From an optimization exercise on the open Yosys and OpenROAD flow, aimed at small area and a short achievable clock period; shortcuts taken in it are not production practice. Function not checked in this run: the RTL went through the layout flow alone. Power and IR drop assume default switching activity.

==> design/flow/design.v <==
module fir_ntap_stream #(
    parameter int DATA_W    = 8,
    parameter int COEF_W    = 8,
    parameter int TAPS      = 8,
    parameter int ACC_W     = DATA_W + COEF_W + $clog2(TAPS),
    parameter int OUT_SHIFT = 0,
    parameter int OUT_W     = ACC_W
) (
    input  logic                     clk,
    input  logic                     rst,
    input  logic                     clear,
    input  logic                     in_valid,
    input  logic [DATA_W-1:0]        xin,
    input  logic                     coef_we,
    input  logic [$clog2(TAPS)-1:0]  coef_addr,
    input  logic [COEF_W-1:0]        coef_data,
    output logic                     out_valid,
    output logic [OUT_W-1:0]         y,
    output logic                     sat
);
    localparam int PROD_W = DATA_W + COEF_W;
    localparam int RND_W  = ACC_W + 1;
    localparam int CMP_W  = (OUT_W > RND_W) ? OUT_W : RND_W;
    logic [DATA_W-1:0] x_q [TAPS];
    logic [COEF_W-1:0] c_q [TAPS];
    logic [PROD_W-1:0] p_q [TAPS];
    logic              v0_q;
    logic              v1_q;
    logic [ACC_W-1:0]  acc;
    logic [RND_W-1:0]  rnd;
    logic [OUT_W-1:0]  y_nxt;
    logic              sat_nxt;
    always_ff @(posedge clk or negedge rst) begin
        if (!rst) begin
            for (int k = 0; k < TAPS; k++) x_q[k] <= '0;
        end else if (clear) begin
            for (int k = 0; k < TAPS; k++) x_q[k] <= '0;
        end else if (in_valid) begin
            x_q[0] <= xin;
            for (int k = 1; k < TAPS; k++) x_q[k] <= x_q[k-1];
        end
    end
    always_ff @(posedge clk or negedge rst) begin
        if (!rst) begin
            for (int k = 0; k < TAPS; k++) c_q[k] <= COEF_W'(1);
        end else if (coef_we && (int'(coef_addr) < TAPS)) begin
            c_q[coef_addr] <= coef_data;
        end
    end
    always_ff @(posedge clk or negedge rst) begin
        if (!rst) begin
            v0_q <= 1'b0;
            v1_q <= 1'b0;
            for (int k = 0; k < TAPS; k++) p_q[k] <= '0;
        end else if (clear) begin
            v0_q <= 1'b0;
            v1_q <= 1'b0;
            for (int k = 0; k < TAPS; k++) p_q[k] <= '0;
        end else begin
            v0_q <= in_valid;
            v1_q <= v0_q;
            if (v0_q) begin
                for (int k = 0; k < TAPS; k++)
                    p_q[k] <= PROD_W'(x_q[k]) * PROD_W'(c_q[k]);
            end
        end
    end
    always_comb begin
        acc = '0;
        for (int k = 0; k < TAPS; k++) acc = acc + ACC_W'(p_q[k]);
    end
    if (OUT_SHIFT > 0) begin : g_round
        localparam logic [RND_W-1:0] HALF = RND_W'(1) << (OUT_SHIFT - 1);
        assign rnd = (RND_W'(acc) + HALF) >> OUT_SHIFT;
    end else begin : g_noround
        assign rnd = RND_W'(acc);
    end
    always_comb begin
        sat_nxt = 1'b0;
        y_nxt   = '0;
        if (CMP_W'(rnd) > CMP_W'({OUT_W{1'b1}})) begin
            sat_nxt = 1'b1;
            y_nxt   = '1;
        end else begin
            y_nxt   = OUT_W'(rnd);
        end
    end
    always_ff @(posedge clk or negedge rst) begin
        if (!rst) begin
            out_valid <= 1'b0;
            y         <= '0;
            sat       <= 1'b0;
        end else begin
            out_valid <= v1_q & ~clear;
            if (v1_q && !clear) begin
                y   <= y_nxt;
                sat <= sat_nxt;
            end
        end
    end
endmodule
module fir32_top (
    input  logic        clk,
    input  logic        rst,
    input  logic        clear,
    input  logic        in_valid,
    input  logic [7:0]  xin,
    input  logic        coef_we,
    input  logic [4:0]  coef_addr,
    input  logic [7:0]  coef_data,
    output logic        out_valid,
    output logic [14:0] y,
    output logic        sat
);
    fir_ntap_stream #(
        .DATA_W   (8),
        .COEF_W   (8),
        .TAPS     (32),
        .OUT_SHIFT(5),
        .OUT_W    (15)
    ) u_fir (
        .clk      (clk),
        .rst      (rst),
        .clear    (clear),
        .in_valid (in_valid),
        .xin      (xin),
        .coef_we  (coef_we),
        .coef_addr(coef_addr),
        .coef_data(coef_data),
        .out_valid(out_valid),
        .y        (y),
        .sat      (sat)
    );
endmodule
==> design/flow/run.sh <==
#!/bin/bash
# synth_recipe.tcl (not shown) runs the flow's synth.tcl, then flattens the netlist and writes it again
# the make line also repeats each setting of config.mk as NAME=value (left out here)
make -C /OpenROAD-flow-scripts/flow DESIGN_CONFIG=/design/flow/config.mk WORK_HOME=/design/flow/orfs CLKGATE_MAP_FILE= SYNTH_SCRIPT=/design/flow/synth_recipe.tcl finish
==> design/flow/config.mk <==
export PLATFORM = sky130hd
export DESIGN_NAME = fir32_top
export DESIGN_NICKNAME = fir32_top
export VERILOG_FILES = /design/flow/design.v
export SDC_FILE = /design/flow/constraint.sdc
export NUM_CORES = 4
export LEC_CHECK = 0
export CAP_MARGIN = 20
export CORE_MARGIN = 2
export CORE_UTILIZATION = 45
export SLEW_MARGIN = 20
==> design/flow/constraint.sdc <==
create_clock -name core_clock -period 11.0 [get_ports {clk}]
set_input_delay 2.2000 -clock core_clock [delete_from_list [all_inputs] [get_ports {clk}]]
set_output_delay 2.2000 -clock core_clock [all_outputs]
set_load 0.01 [all_outputs]
==> results_dict.tcl <==
set metrics [dict create \
    status "timing/DRC/antenna clean" \
    timing.hold.ws_ns 0.496 \
    min_period_over_period_pct 89.0 \
    syn_area_mm2 0.118 \
    cp_max_fo 16 \
    ys_ff_latch 1043 \
    syn-num-nets 15000 \
    tightest_slew_ns 1.16 \
    post_cts_resized 0 \
    place.gp.congestion 0.910 \
    design_power_total_mw 11.1 \
    ir_drop_mv 0.128 \
    drive_above_1_share_pct 5.29 \
    yosysWarnings 4 \
    setup_viol 0 \
    yosysSeqAreaShare_pct 22.1 \
    hp-class "register to register" \
    clkSinkCount 1043 \
    dp_cells 15200 \
    post_cts_buffers 0 \
    cts_root_buffer "clkbuf_16" \
    dieWidth_um 517 \
    cts_tree "built" \
    fmax_ghz 0.102 \
    cts_max_path_buffers 4 \
    initial_utilization_pct 45.2 \
    wire_per_inst_um 21.3 \
    crit_slowest_cell "or4b_1" \
    rsz0062_at_grt "false" \
    portBuffers 42 \
    final_hold_viol_count 0 \
    drc_errors 0 \
    grt-ovfl-total 0 \
    numCtsBuffers 148 \
    max_stage_delay_ns 0.59 \
    drv_slew 0 \
    layout.area.seq_mm2 0.0261 \
    crit_family "adder cells" \
    final_common_cell "inv_1" \
    synth_edf_count 0 \
    powerDensity_mw_per_mm2 87.6 \
    num_io_pins 43 \
    grt_max_degree 172 \
    cap_viol_max_count 0 \
    synthTopCellsByArea "fa_1 (27%), dfrtp_1 (21%), ha_1 (13%), inv_1 (7.3%), and2_1 (5.3%)" \
    clkTransAtPathRegs_ns 0.06 \
    nets 14700 \
    synth_cells 12200 \
    grt_pass1_wl_mm 524 \
    synthesis.area_per_instance_um2 9.72 \
    timing.final.ws_setup_ns 1.21 \
    antenna_found_initial 22 \
    hpwl_mm 255 \
    stdcell_count 15500 \
    cp_data_required_time_ns 11.67 \
    final_cell_mix "inv_1 (2295), fa_1 (1611), ha_1 (1210)" \
    hold_buffers 0 \
    clkLatencyLatePin_ns 0.84 \
    worst_path_most_repeated_cell "fa_1" \
    cp_num_buf_inv 5 \
    dr.pass1.iters 6 \
    slew_headroom_pct 22.7 \
    areaGrowthSynthToFinish_pct 6.95 \
    period_needed_ns 9.79 \
    grt_usage_pct 25.5 \
    leakagePower_nw 65.3 \
    grt_pass1_vias 87600 \
    drt-vias-per-instance 5.31 \
    dr.first_iter.drc_count 5638 \
    core_area_mm2 0.262 \
    fp.dieH_um 517 \
    placementRows 188 \
    synth_ff_type "dfrtp_1" \
    cp.arrival_ns 10.46 \
    synth_top_area_cell "fa_1" \
    vias 82100 \
    drt-total-wl_mm 330 \
    die_area_mm2 0.267 \
    worstSetupPathType "register to register" \
    setup_tns_ns 0 \
    synth.top_cell.area_share_pct 27.3 \
    finClkSkew_ns 0.0606 \
    multi_input_area_mm2 0.0814 \
    end_kind "register" \
    cp-start-kind "register" \
    fill_cells 24200 \
    synth-async-reset-ratio_pct 100 \
    final_antenna_net_count 0 \
    preCtsSetupSlack_ns 1.28 \
    ys_types 71 \
    cts_max_level 4 \
]
-- worst min-delay path, stage by stage (launching register included) --
cell,delay [ns]
dfrtp_1,0.34
nand2_1,0.05
nand3_1,0.07
-- kinds of logic (layout without fill, tap and decap cells) --
| kind of cell | count (synthesis) | count (layout) | share of synthesized area, % |
|---|---|---|---|
| AO/OA/AOI/OAI | 995 | 995 | 5.72 |
| XOR/XNOR | 356 | 356 | 2.64 |
| buffers and inverters | 2881 | 2649 | 9.15 |
| multiplexers | 833 | 833 | 7.32 |
| flip-flops | 1043 | 1043 | 22.1 |
| other | 0 | 10 | 0 |
| AND/OR/NAND/NOR | 3238 | 3238 | 13.0 |
| adder cells (fa/ha/maj) | 2822 | 2822 | 40.1 |
-- per-stage QoR --
stage                     util (%)  cell area [um^2]
final                         48.3            127000
after global routing          48.3            126000
after CTS                     48.3            126000
after detailed placement      46.4            121000
after global placement        46.4            121000
after floorplan                  -            118000
-- Yosys cell counts (88+ instances only) --
library cell	n
a21oi_1	323
ha_1	1210
mux2_2	256
xnor2_1	280
dfrtp_1	1011
inv_1	2296
clkbuf_1	513
fa_1	1611
nor2_1	724
mux2i_1	577
o21ai_0	88
and2_1	1002
o21bai_1	129
nand2_1	1190
-- power by group --
part           switching [mW]  total (mW)  internal [mW]
registers               0.546        4.62           4.07
clock network            1.96        5.11           3.15
logic                   0.828        1.36          0.533
total                    3.33        11.1           7.75
-- path summary, 6_finish.rpt --
path                                                    start                       endpoint  slack [ns]  cells past startpoint
worst max-delay path              u_fir.p_q[1][0]$_DFFE_PN0P_         u_fir.y[1]$_DFFE_PN0P_        1.21                     33
worst min-delay path            u_fir.p_q[19][15]$_DFFE_PN0P_  u_fir.p_q[19][15]$_DFFE_PN0P_        0.50                      2
worst max register to register    u_fir.p_q[1][0]$_DFFE_PN0P_         u_fir.y[1]$_DFFE_PN0P_        1.21                     33
worst min register to register  u_fir.p_q[19][15]$_DFFE_PN0P_  u_fir.p_q[19][15]$_DFFE_PN0P_        0.50                      2
max in group asynchronous                                 rst   u_fir.c_q[19][4]$_DFFE_PN0P_        7.34                      3
min in group asynchronous                                 rst    u_fir.c_q[0][5]$_DFFE_PN0P_        1.44                      1
-- sequential cells by signal (all words and copies together) (netlist names) --
register	cells
u_fir.c_q	256
u_fir.v1_q	1
u_fir.v0_q	1
u_fir.y	15
u_fir.x_q	256
u_fir.sat	1
u_fir.out_valid	1
u_fir.p_q	512
-- routing by layer --
layer / GRT usage, % / share of wire (%) / routed length [um]
met1: 35.2 / 44 / 147000
met2: 41.2 / 47 / 154000
met3: 3.89 / 5.4 / 17900
met4: 8.03 / 3.3 / 11000
met5: 0 / 0.0039 / 13
-- cell type report --
cell class | count | share of cell area [%]
Clock inverter | 57 | 0.688
Tap cell | 3515 | 3.48
Multi-Input combinational cell | 8244 | 64.3
Timing Repair Buffer | 95 | 0.716
Antenna cell | 10 | 0.0198
Sequential cell | 1043 | 20.7
Inverter | 2297 | 6.82
Clock buffer | 200 | 3.30

## re-timing with driven ports
No port has a modelled driver above. Below, the same layout with a new extraction and two added sets of constraints.
Step 1 (the two cells are an assumption about what drives the block):
set clk [get_ports {clk}]
set_driving_cell -lib_cell sky130_fd_sc_hd__clkbuf_16 $clk
set_driving_cell -lib_cell sky130_fd_sc_hd__buf_2 [delete_from_list [all_inputs] $clk]
Step 2 also shifts input and output timing later by t, the mid clock arrival at the registers, as if the neighbouring blocks saw the same clock.
Three values: no drivers, after step 1, after step 2; two values: the first two.
shift t [ns]: 0.905
setup WS [ns]: 1.207 / 1.207 / 1.207
worst setup path at the end: register to register
slew at the worst register clock pin (ns): 0.07 / 0.07
worst slew at a driven data input, ns: 0.22
After both steps setup and hold are still met in this run. The setup slack of this run moves by 0.000 ns with the drivers and by 0.000 ns with both steps.
